Background: an optimization exercise with open tools, aiming at small area, a short achievable clock period and few clock cycles per item. Do not read the settings as production practice. In this exercise RTL edits were held to simulation tests only and were not proved equivalent to the original. Power and IR drop assume default switching activity.

==> flow/design.v <==
module proc_core_param #(
    parameter int DATA_W = 16,
    parameter int NREG   = 16,
    parameter int PC_W   = 8
) (
    input  logic                    clk,
    input  logic                    rst,
    input  logic                    run,
    output logic [PC_W-1:0]         imem_addr,
    input  logic [DATA_W-1:0]       imem_data,
    input  logic [$clog2(NREG)-1:0] dbg_sel,
    output logic [DATA_W-1:0]       dbg_data,
    output logic                    done,
    output logic                    halted,
    output logic                    zero_flag,
    output logic                    carry_flag,
    output logic                    illegal
);
    localparam int RA_W = $clog2(NREG);
    localparam logic [3:0] OP_NOP  = 4'd0;
    localparam logic [3:0] OP_LDI  = 4'd1;
    localparam logic [3:0] OP_MOV  = 4'd2;
    localparam logic [3:0] OP_ADD  = 4'd3;
    localparam logic [3:0] OP_SUB  = 4'd4;
    localparam logic [3:0] OP_JZ   = 4'd5;
    localparam logic [3:0] OP_HALT = 4'd6;
    logic [PC_W-1:0]              fa;
    logic                         dv;
    logic                         ir_v, ir_ldi, ir_mov, ir_add, ir_sub, ir_jz, ir_ill;
    logic [RA_W-1:0]              ir_rx;
    logic [DATA_W-1:0]            opa, opb, opa_d, opb_d;
    logic [NREG-1:0][DATA_W-1:0]  regs;
    logic [NREG-1:0]              valid, wrow;
    logic [3:0]                   d_op;
    logic [RA_W-1:0]              d_rx, d_ry;
    logic                         two_word, ex, first, d_halt, opa_zero, taken, go, we;
    logic [DATA_W-1:0]            wdata, rd_a, rd_b;
    logic [DATA_W:0]              s;
    assign d_op     = imem_data[DATA_W-1 -: 4];
    assign d_rx     = imem_data[DATA_W-5 -: RA_W];
    assign d_ry     = imem_data[DATA_W-5-RA_W -: RA_W];
    assign two_word = ir_ldi || ir_jz;
    assign ex       = ir_v && (!two_word || dv);
    assign first    = dv && !(ir_v && two_word);
    assign d_halt   = first && (d_op == OP_HALT);
    assign go       = run && !halted;
    assign we       = ex && (ir_ldi || ir_mov || ir_add || ir_sub);
    proc_core_param_zero16 u_z_opa (.x(opa), .y(opa_zero));
    assign taken     = ir_v && dv && ir_jz && opa_zero;
    assign imem_addr = taken ? imem_data[PC_W-1:0] : fa;
    logic [DATA_W-1:0] bx;
    assign bx    = opb ^ {DATA_W{ir_sub}};
    assign s     = {1'b0, opa} + {1'b0, bx} + {{DATA_W{1'b0}}, ir_sub};
    assign wdata = ir_ldi ? imem_data : ir_mov ? opb : s[DATA_W-1:0];
    logic [NREG-1:0]  dbg_oh, a_oh, b_oh;
    logic [NREG-1:0]  dbg_oh_hi;
    proc_core_param_dec16 u_dec_dbg_lo (.sel(dbg_sel), .en(valid), .oh(dbg_oh));
    proc_core_param_dec16 u_dec_dbg_hi (.sel(dbg_sel), .en(valid), .oh(dbg_oh_hi));
    assign a_oh   = ({{(NREG-1){1'b0}}, 1'b1} << d_rx) & valid;
    assign b_oh   = ({{(NREG-1){1'b0}}, 1'b1} << d_ry) & valid;
    proc_core_param_rdmux_fast #(.N(NREG), .W(DATA_W)) u_rd_dbg (.oh_lo(dbg_oh), .oh_hi(dbg_oh_hi), .r(regs), .q(dbg_data));
    proc_core_param_rdmux_small #(.W(DATA_W)) u_rd_a   (.oh(a_oh),   .r(regs), .q(rd_a));
    proc_core_param_rdmux_small #(.W(DATA_W)) u_rd_b   (.oh(b_oh),   .r(regs), .q(rd_b));
    always_ff @(posedge clk or posedge rst) begin
        if (rst) begin
            fa     <= '0;
            dv     <= 1'b0;
            ir_v   <= 1'b0;
            ir_ldi <= 1'b0;
            ir_mov <= 1'b0;
            ir_add <= 1'b0;
            ir_sub <= 1'b0;
            ir_jz  <= 1'b0;
            ir_ill <= 1'b0;
            ir_rx  <= '0;
        end else if (go) begin
            dv <= 1'b1;
            fa <= imem_addr + 1'b1;
            if (first) begin
                ir_v   <= !d_halt;
                ir_ldi <= (d_op == OP_LDI);
                ir_mov <= (d_op == OP_MOV);
                ir_add <= (d_op == OP_ADD);
                ir_sub <= (d_op == OP_SUB);
                ir_jz  <= (d_op == OP_JZ);
                ir_ill <= (d_op > OP_HALT);
                ir_rx  <= d_rx;
            end else if (ex) begin
                ir_v <= 1'b0;
            end
        end else begin
            dv <= 1'b0;
            fa <= fa - {{(PC_W-1){1'b0}}, dv};
        end
    end
    assign opa_d = (we && ir_rx == d_rx) ? wdata : rd_a;
    assign opb_d = (we && ir_rx == d_ry) ? wdata : rd_b;
    always_ff @(posedge clk) begin
        if (go && first) begin
            opa <= opa_d;
            opb <= opb_d;
        end
    end
    assign wrow = (go && we) ? ({{(NREG-1){1'b0}}, 1'b1} << ir_rx) : '0;
    logic [NREG-1:0][DATA_W-1:0]  regs_d;
    logic [NREG-1:0]              nwrow;
    logic [DATA_W-1:0]            wdata_n;
    assign nwrow   = ~wrow;
    assign wdata_n = ~wdata;
    for (genvar i = 0; i < NREG; i++) begin : g_wrow
        for (genvar j = 0; j < DATA_W; j++) begin : g_wbit
            logic h;
            proc_core_param_nand2 u_h (.a(regs[i][j]), .b(nwrow[i]), .y(h));
            proc_core_param_o21ai u_d (.a1(wdata_n[j]), .a2(nwrow[i]), .b1(h), .y(regs_d[i][j]));
        end
    end
    always_ff @(posedge clk) regs <= regs_d;
    always_ff @(posedge clk or posedge rst) begin
        if (rst) valid <= '0;
        else     valid <= valid | wrow;
    end
    always_ff @(posedge clk or posedge rst) begin
        if (rst) begin
            done       <= 1'b0;
            halted     <= 1'b0;
            zero_flag  <= 1'b0;
            carry_flag <= 1'b0;
            illegal    <= 1'b0;
        end else begin
            done <= go && ex;
            if (go) begin
                if (d_halt) halted <= 1'b1;
                if (ex && (ir_add || ir_sub)) begin
                    zero_flag  <= (s[DATA_W-1:0] == '0);
                    carry_flag <= s[DATA_W] ^ ir_sub;
                end
                if (ex && ir_ill) illegal <= 1'b1;
            end
        end
    end
endmodule
module proc_core_param_rdmux_fast #(
    parameter int N = 16,
    parameter int W = 16
) (
    input  logic [N-1:0]   oh_lo,
    input  logic [N-1:0]   oh_hi,
    input  logic [N*W-1:0] r,
    output logic [W-1:0]   q
);
    for (genvar j = 0; j < W; j++) begin : g_bit
        logic [N-1:0] oh;
        logic [3:0] t;
        assign oh = (j < W / 2) ? oh_lo : oh_hi;
        logic [1:0] n;
        for (genvar m = 0; m < 4; m++) begin : g_q
            logic [3:0] col;
            for (genvar k = 0; k < 4; k++) begin : g_col
                assign col[k] = r[(4*m+k)*W + j];
            end
            proc_core_param_ao4 u_ao (.s(oh[4*m +: 4]), .d(col), .y(t[m]));
        end
        proc_core_param_nor2  u_n0 (.a(t[0]), .b(t[1]), .y(n[0]));
        proc_core_param_nor2  u_n1 (.a(t[2]), .b(t[3]), .y(n[1]));
        proc_core_param_nand2 u_q  (.a(n[0]), .b(n[1]), .y(q[j]));
    end
endmodule
module proc_core_param_ao4 (
    input  logic [3:0] s,
    input  logic [3:0] d,
    output logic       y
);
    assign y = |(s & d);
endmodule
module proc_core_param_nor2 (
    input  logic a, b,
    output logic y
);
    assign y = ~(a | b);
endmodule
module proc_core_param_nand2 (
    input  logic a, b,
    output logic y
);
    assign y = ~(a & b);
endmodule
module proc_core_param_zero16 (
    input  logic [15:0] x,
    output logic        y
);
    logic [7:0] n1;
    logic [3:0] n2;
    logic [1:0] n3;
    logic       nz;
    for (genvar i = 0; i < 8; i++) begin : g_l1
        proc_core_param_nor2 u (.a(x[2*i]), .b(x[2*i+1]), .y(n1[i]));
    end
    for (genvar i = 0; i < 4; i++) begin : g_l2
        proc_core_param_nand2 u (.a(n1[2*i]), .b(n1[2*i+1]), .y(n2[i]));
    end
    for (genvar i = 0; i < 2; i++) begin : g_l3
        proc_core_param_nor2 u (.a(n2[2*i]), .b(n2[2*i+1]), .y(n3[i]));
    end
    proc_core_param_nand2 u_l4 (.a(n3[0]), .b(n3[1]), .y(nz));
    assign y = ~nz;
endmodule
module proc_core_param_o21ai (
    input  logic a1, a2, b1,
    output logic y
);
    assign y = ~((a1 | a2) & b1);
endmodule
module proc_core_param_rdmux_small #(
    parameter int W = 16
) (
    input  logic [15:0]     oh,
    input  logic [16*W-1:0] r,
    output logic [W-1:0]    q
);
    for (genvar j = 0; j < W; j++) begin : g_bit
        logic [5:0] t;
        for (genvar m = 0; m < 5; m++) begin : g_aoi
            proc_core_param_aoi222 u_aoi (
                .a1(oh[3*m]),   .a2(r[(3*m)*W + j]),
                .b1(oh[3*m+1]), .b2(r[(3*m+1)*W + j]),
                .c1(oh[3*m+2]), .c2(r[(3*m+2)*W + j]), .y(t[m]));
        end
        proc_core_param_nand2 u_last (.a(oh[15]), .b(r[15*W + j]), .y(t[5]));
        proc_core_param_nand6 u_or (.a(t), .y(q[j]));
    end
endmodule
module proc_core_param_aoi222 (
    input  logic a1, a2, b1, b2, c1, c2,
    output logic y
);
    assign y = ~((a1 & a2) | (b1 & b2) | (c1 & c2));
endmodule
module proc_core_param_nand6 (
    input  logic [5:0] a,
    output logic       y
);
    assign y = ~&a;
endmodule
module proc_core_param_dec16 (
    input  logic [3:0]  sel,
    input  logic [15:0] en,
    output logic [15:0] oh
);
    assign oh = (16'd1 << sel) & en;
endmodule
==> flow/config.mk <==
export PLATFORM = sky130hd
export DESIGN_NAME = proc_core_param
export DESIGN_NICKNAME = proc_core_param
export VERILOG_FILES = /design/flow/design.v
export SDC_FILE = /design/flow/constraint.sdc
export NUM_CORES = 4
export LEC_CHECK = 0
export CAP_MARGIN = 20
export CORE_MARGIN = 2
export CORE_UTILIZATION = 50
export CTS_CLUSTER_DIAMETER = 100
export CTS_CLUSTER_SIZE = 22
export SETUP_SLACK_MARGIN = 2.2
export SLEW_MARGIN = 20
export SYNTH_HIERARCHICAL = 1
export SYNTH_MINIMUM_KEEP_SIZE = 0
==> flow/constraint.sdc <==
create_clock -name core_clock -period 6.0 [get_ports {clk}]
set_input_delay 1.2000 -clock core_clock [delete_from_list [all_inputs] [get_ports {clk}]]
set_output_delay 1.2000 -clock core_clock [all_outputs]
set_load 0.01 [all_outputs]
standard.sh (not shown) runs the stock make flow with config.mk's settings and CLKGATE_MAP_FILE= SYNTH_SCRIPT=/design/flow/synth_recipe.tcl, a recipe that flattens the netlist after the stock synthesis.
==> flow/flow/run.sh <==
#!/bin/bash
# Standard layout; the port buffers are buf_4 cells instead of the default
# choice, and before global routing extra gate sizing runs on the worst paths
# (flow/pre_grt.tcl).
bash standard.sh "BUFFER_PORTS_ARGS=-buffer_cell sky130_fd_sc_hd__buf_4" "PRE_GLOBAL_ROUTE_TCL=$PWD/flow/pre_grt.tcl" finish > standard.log 2>&1
==> flow/flow/pre_grt.tcl <==
# Greedy gate sizing on the worst setup paths before global routing (with
# placement parasitics, re-estimated after every change): for each cell on the worst path, try the other drive
# strengths of the same cell and keep the change that most improves that path
# without lowering the worst slack. Then downsize cells off the critical paths,
# and legalize the placement.
proc my_sizes {cell} {
  set name [get_name $cell]
  if {![regexp {^(.*_)[0-9]+$} $name -> base]} { return {} }
  set out {}
  foreach c [get_lib_cells */${base}*] {
    set n [get_name $c]
    if {[regexp "^${base}\[0-9\]+\$" $n]} { lappend out $n }
  }
  return $out
}

proc my_worst {} { return [expr {[sta::worst_slack_cmd max] * 1e9}] }

proc my_ep_slack {ep} {
  return [get_property [lindex [find_timing_paths -to $ep -path_delay max] 0] slack]
}

# Upsize or downsize one cell at a time on the worst path: a change is kept when
# it improves that path's endpoint without lowering the worst slack.
proc my_size_pass {max_iter target} {
  set changed 0
  for {set it 0} {$it < $max_iter} {incr it} {
    estimate_parasitics -placement
    set ws [my_worst]
    if {$ws >= $target} { break }
    set pe [lindex [find_timing_paths -path_delay max -sort_by_slack -group_path_count 1] 0]
    set ep [get_property $pe endpoint]
    set insts {}
    foreach pt [get_property $pe points] {
      set pin [get_property $pt pin]
      if {[$pin instance] eq "NULL"} { continue }
      if {[get_property $pin direction] ne "output"} { continue }
      set inst [get_cells -of_objects $pin]
      if {[regexp {__(e?df|dl|sdf)} [get_property $inst ref_name]]} { continue }
      lappend insts $inst
    }
    set best_es $ws
    set best {}
    foreach inst $insts {
      set iname [get_full_name $inst]
      set cur [get_property $inst ref_name]
      foreach cand [my_sizes [get_lib_cells */$cur]] {
        if {$cand eq $cur} { continue }
        replace_cell $iname [lindex [get_lib_cells */$cand] 0]
        estimate_parasitics -placement
        set es [my_ep_slack $ep]
        if {$es > $best_es + 0.001 && [my_worst] >= $ws - 0.0001} {
          set best_es $es
          set best [list $iname $cand]
        }
        replace_cell $iname [lindex [get_lib_cells */$cur] 0]
      }
    }
    if {$best eq {}} { break }
    replace_cell [lindex $best 0] [lindex [get_lib_cells */[lindex $best 1]] 0]
    incr changed
    puts "my_size: [lindex $best 0] -> [lindex $best 1], [get_full_name $ep] $ws -> $best_es, worst [my_worst]"
  }
  return $changed
}

# Downsize cells off the critical paths: a smaller drive strength is kept when
# every path through the cell keeps at least guard ns more slack than the
# worst slack had before, and the worst slack does not drop.
proc my_downsize_pass {guard} {
  estimate_parasitics -placement
  set ws0 [my_worst]
  set changed 0
  set saved 0.0
  foreach inst [get_cells *] {
    set cur [get_property $inst ref_name]
    if {[regexp {__(e?df|dl|sdf|clkbuf|clkinv|tap|fill|decap)} $cur]} { continue }
    set sizes [my_sizes [get_lib_cells */$cur]]
    if {[llength $sizes] < 2} { continue }
    set cur_area [get_property [lindex [get_lib_cells */$cur] 0] area]
    set iname [get_full_name $inst]
    set outs {}
    foreach p [get_pins -of_objects $inst -filter "direction == output"] { lappend outs $p }
    if {$outs eq {}} { continue }
    # smaller cells, smallest first
    set cands {}
    foreach c $sizes {
      set a [get_property [lindex [get_lib_cells */$c] 0] area]
      if {$a < $cur_area - 0.01} { lappend cands [list $a $c] }
    }
    foreach ac [lsort -real -index 0 $cands] {
      set c [lindex $ac 1]
      replace_cell $iname [lindex [get_lib_cells */$c] 0]
      estimate_parasitics -placement
      set ok [expr {[my_worst] >= $ws0 - 0.0001}]
      if {$ok} {
        set pe [lindex [find_timing_paths -through [lindex $outs 0] -path_delay max] 0]
        if {$pe ne "" && [get_property $pe slack] < $ws0 + $guard} { set ok 0 }
      }
      if {$ok} {
        incr changed
        set saved [expr {$saved + $cur_area - [lindex $ac 0]}]
        break
      }
      replace_cell $iname [lindex [get_lib_cells */$cur] 0]
    }
  }
  estimate_parasitics -placement
  puts "my_downsize: $changed cells, [format %.1f $saved] um2 saved, worst slack $ws0 -> [my_worst]"
  return $changed
}

set_propagated_clock [all_clocks]
estimate_parasitics -placement
puts "my_size: start, worst slack [my_worst]"
set n [my_size_pass 100 2.7]
my_downsize_pass 0.05
detailed_placement
estimate_parasitics -placement
puts "my_size: resized $n cells, worst slack [my_worst]"
Testbench counts at the start, summed over its fixed seeds: cycles 21,661, instrs 15,299.
Edit:
Settings changed: SETUP_SLACK_MARGIN 2.2 to 2.0.
Maximum frequency is lower by 5.1%; combinational power stays flat; synthesized area stays the same; die area is unchanged; via count stays flat; power stays flat; non-clock buffer count decreases by 2.
Edit:
--- a/flow/flow/pre_grt.tcl
+++ b/flow/flow/pre_grt.tcl
@@ -2 +2 @@
-# placement parasitics, re-estimated after every change): for each cell on the worst path, try the other drive
+# placement parasitics): for each cell on the worst path, try the other drive
@@ -4,2 +4 @@
-# without lowering the worst slack. Then downsize cells off the critical paths,
-# and legalize the placement.
+# without lowering the worst slack. Then legalize the placement.
@@ -28 +26,0 @@
-    estimate_parasitics -placement
@@ -50 +47,0 @@
-        estimate_parasitics -placement
@@ -67,46 +63,0 @@
-# Downsize cells off the critical paths: a smaller drive strength is kept when
-# every path through the cell keeps at least guard ns more slack than the
-# worst slack had before, and the worst slack does not drop.
-proc my_downsize_pass {guard} {
-  estimate_parasitics -placement
-  set ws0 [my_worst]
-  set changed 0
-  set saved 0.0
-  foreach inst [get_cells *] {
-    set cur [get_property $inst ref_name]
-    if {[regexp {__(e?df|dl|sdf|clkbuf|clkinv|tap|fill|decap)} $cur]} { continue }
-    set sizes [my_sizes [get_lib_cells */$cur]]
-    if {[llength $sizes] < 2} { continue }
-    set cur_area [get_property [lindex [get_lib_cells */$cur] 0] area]
-    set iname [get_full_name $inst]
-    set outs {}
-    foreach p [get_pins -of_objects $inst -filter "direction == output"] { lappend outs $p }
-    if {$outs eq {}} { continue }
-    # smaller cells, smallest first
-    set cands {}
-    foreach c $sizes {
-      set a [get_property [lindex [get_lib_cells */$c] 0] area]
-      if {$a < $cur_area - 0.01} { lappend cands [list $a $c] }
-    }
-    foreach ac [lsort -real -index 0 $cands] {
-      set c [lindex $ac 1]
-      replace_cell $iname [lindex [get_lib_cells */$c] 0]
-      estimate_parasitics -placement
-      set ok [expr {[my_worst] >= $ws0 - 0.0001}]
-      if {$ok} {
-        set pe [lindex [find_timing_paths -through [lindex $outs 0] -path_delay max] 0]
-        if {$pe ne "" && [get_property $pe slack] < $ws0 + $guard} { set ok 0 }
-      }
-      if {$ok} {
-        incr changed
-        set saved [expr {$saved + $cur_area - [lindex $ac 0]}]
-        break
-      }
-      replace_cell $iname [lindex [get_lib_cells */$cur] 0]
-    }
-  }
-  estimate_parasitics -placement
-  puts "my_downsize: $changed cells, [format %.1f $saved] um2 saved, worst slack $ws0 -> [my_worst]"
-  return $changed
-}
-
@@ -116,2 +67 @@
-set n [my_size_pass 100 2.7]
-my_downsize_pass 0.05
+set n [my_size_pass 400 2.7]
Settings changed: CTS_CLUSTER_SIZE 22 to 20, SETUP_SLACK_MARGIN 2.0 to 2.2.
The new run finished with timing, DRC and antenna clean; power goes up by about 2.2%; register-to-register slack is worse by 0.12 ns; non-clock buffer count is unchanged; cell area goes up by 1.6%; final cell count barely changes; worst setup slack is better by 0.12 ns; flip-flop and latch count does not change.
Edit:
--- a/flow/flow/pre_grt.tcl
+++ b/flow/flow/pre_grt.tcl
@@ -2 +2 @@
-# placement parasitics): for each cell on the worst path, try the other drive
+# placement parasitics, re-estimated after every change): for each cell on the worst path, try the other drive
@@ -4 +4,2 @@
-# without lowering the worst slack. Then legalize the placement.
+# without lowering the worst slack. Then downsize cells off the critical paths,
+# and legalize the placement.
@@ -26,0 +28 @@
+    estimate_parasitics -placement
@@ -47,0 +50 @@
+        estimate_parasitics -placement
@@ -63,0 +67,46 @@
+# Downsize cells off the critical paths: a smaller drive strength is kept when
+# every path through the cell keeps at least guard ns more slack than the
+# worst slack had before, and the worst slack does not drop.
+proc my_downsize_pass {guard} {
+  estimate_parasitics -placement
+  set ws0 [my_worst]
+  set changed 0
+  set saved 0.0
+  foreach inst [get_cells *] {
+    set cur [get_property $inst ref_name]
+    if {[regexp {__(e?df|dl|sdf|clkbuf|clkinv|tap|fill|decap)} $cur]} { continue }
+    set sizes [my_sizes [get_lib_cells */$cur]]
+    if {[llength $sizes] < 2} { continue }
+    set cur_area [get_property [lindex [get_lib_cells */$cur] 0] area]
+    set iname [get_full_name $inst]
+    set outs {}
+    foreach p [get_pins -of_objects $inst -filter "direction == output"] { lappend outs $p }
+    if {$outs eq {}} { continue }
+    # smaller cells, smallest first
+    set cands {}
+    foreach c $sizes {
+      set a [get_property [lindex [get_lib_cells */$c] 0] area]
+      if {$a < $cur_area - 0.01} { lappend cands [list $a $c] }
+    }
+    foreach ac [lsort -real -index 0 $cands] {
+      set c [lindex $ac 1]
+      replace_cell $iname [lindex [get_lib_cells */$c] 0]
+      estimate_parasitics -placement
+      set ok [expr {[my_worst] >= $ws0 - 0.0001}]
+      if {$ok} {
+        set pe [lindex [find_timing_paths -through [lindex $outs 0] -path_delay max] 0]
+        if {$pe ne "" && [get_property $pe slack] < $ws0 + $guard} { set ok 0 }
+      }
+      if {$ok} {
+        incr changed
+        set saved [expr {$saved + $cur_area - [lindex $ac 0]}]
+        break
+      }
+      replace_cell $iname [lindex [get_lib_cells */$cur] 0]
+    }
+  }
+  estimate_parasitics -placement
+  puts "my_downsize: $changed cells, [format %.1f $saved] um2 saved, worst slack $ws0 -> [my_worst]"
+  return $changed
+}
+
@@ -67 +116,2 @@
-set n [my_size_pass 400 2.7]
+set n [my_size_pass 100 2.7]
+my_downsize_pass 0.05
Settings changed: CORE_UTILIZATION 50 to 60, CTS_CLUSTER_SIZE 20 to 22.
What happened: Clock-buffer cell count came out lower by 2; power drops by 2.5%; final area goes down by 1.6%; first-iteration DRC count goes up by 18%; global-route usage increases by 5.1 points; non-clock buffer count falls by 4; critical path depth is unchanged.
Edit:
--- a/flow/flow/pre_grt.tcl
+++ b/flow/flow/pre_grt.tcl
@@ -4,2 +4,2 @@
-# without lowering the worst slack. Then downsize cells off the critical paths,
-# and legalize the placement.
+# without lowering the worst slack. Then downsize cells off the critical paths;
+# both twice. Then legalize the placement.
@@ -117,0 +118,2 @@
+incr n [my_size_pass 100 2.7]
+my_downsize_pass 0.05
Settings changed: CORE_UTILIZATION 60 to 50.
What happened: Routed wire length grows by a few percent. Hold slack loses 0.011 ns. Clock-buffer cell count shrinks by 2. Via count shrinks slightly. Die area grows by about a fifth. Worst setup slack gains 0.038 ns. Global-route usage shrinks by 5.0 points. Power grows slightly. Clock power hardly moves.

[port drivers added, routing unchanged]
No port has a modelled driver above. Below, the same layouts with a new extraction and two added sets of constraints.
Step 1 (the two cells are an assumption about what drives the block):
set clk [get_ports {clk}]
set_driving_cell -lib_cell sky130_fd_sc_hd__clkbuf_16 $clk
set_driving_cell -lib_cell sky130_fd_sc_hd__buf_2 [delete_from_list [all_inputs] $clk]
Step 2 also shifts input and output timing later by t, the mid clock arrival at the registers, as if the neighbouring blocks saw the same clock.
a / b / c = ideal / step 1 / step 2; a / b = the first two.
| run | t, ns | setup slack, ns | hold WS [ns] | pins driven straight from the clock port |
|---|---|---|---|---|
| the first run | 0.577 | 2.255 / 2.208 / 1.933 | 0.458 / 0.458 / 0.458 | 1 |
| the second run | 0.580 | 2.054 / 1.986 / 1.861 | 0.462 / 0.462 / 0.462 | 1 |
| the third run | 0.590 | 2.176 / 2.114 / 1.968 | 0.459 / 0.459 / 0.459 | 1 |
| the fourth run | 0.573 | 2.217 / 2.168 / 1.940 | 0.468 / 0.468 / 0.468 | 1 |
| the fifth run | 0.577 | 2.255 / 2.208 / 1.933 | 0.458 / 0.458 / 0.458 | 1 |
After both steps every run listed still meets setup and hold.
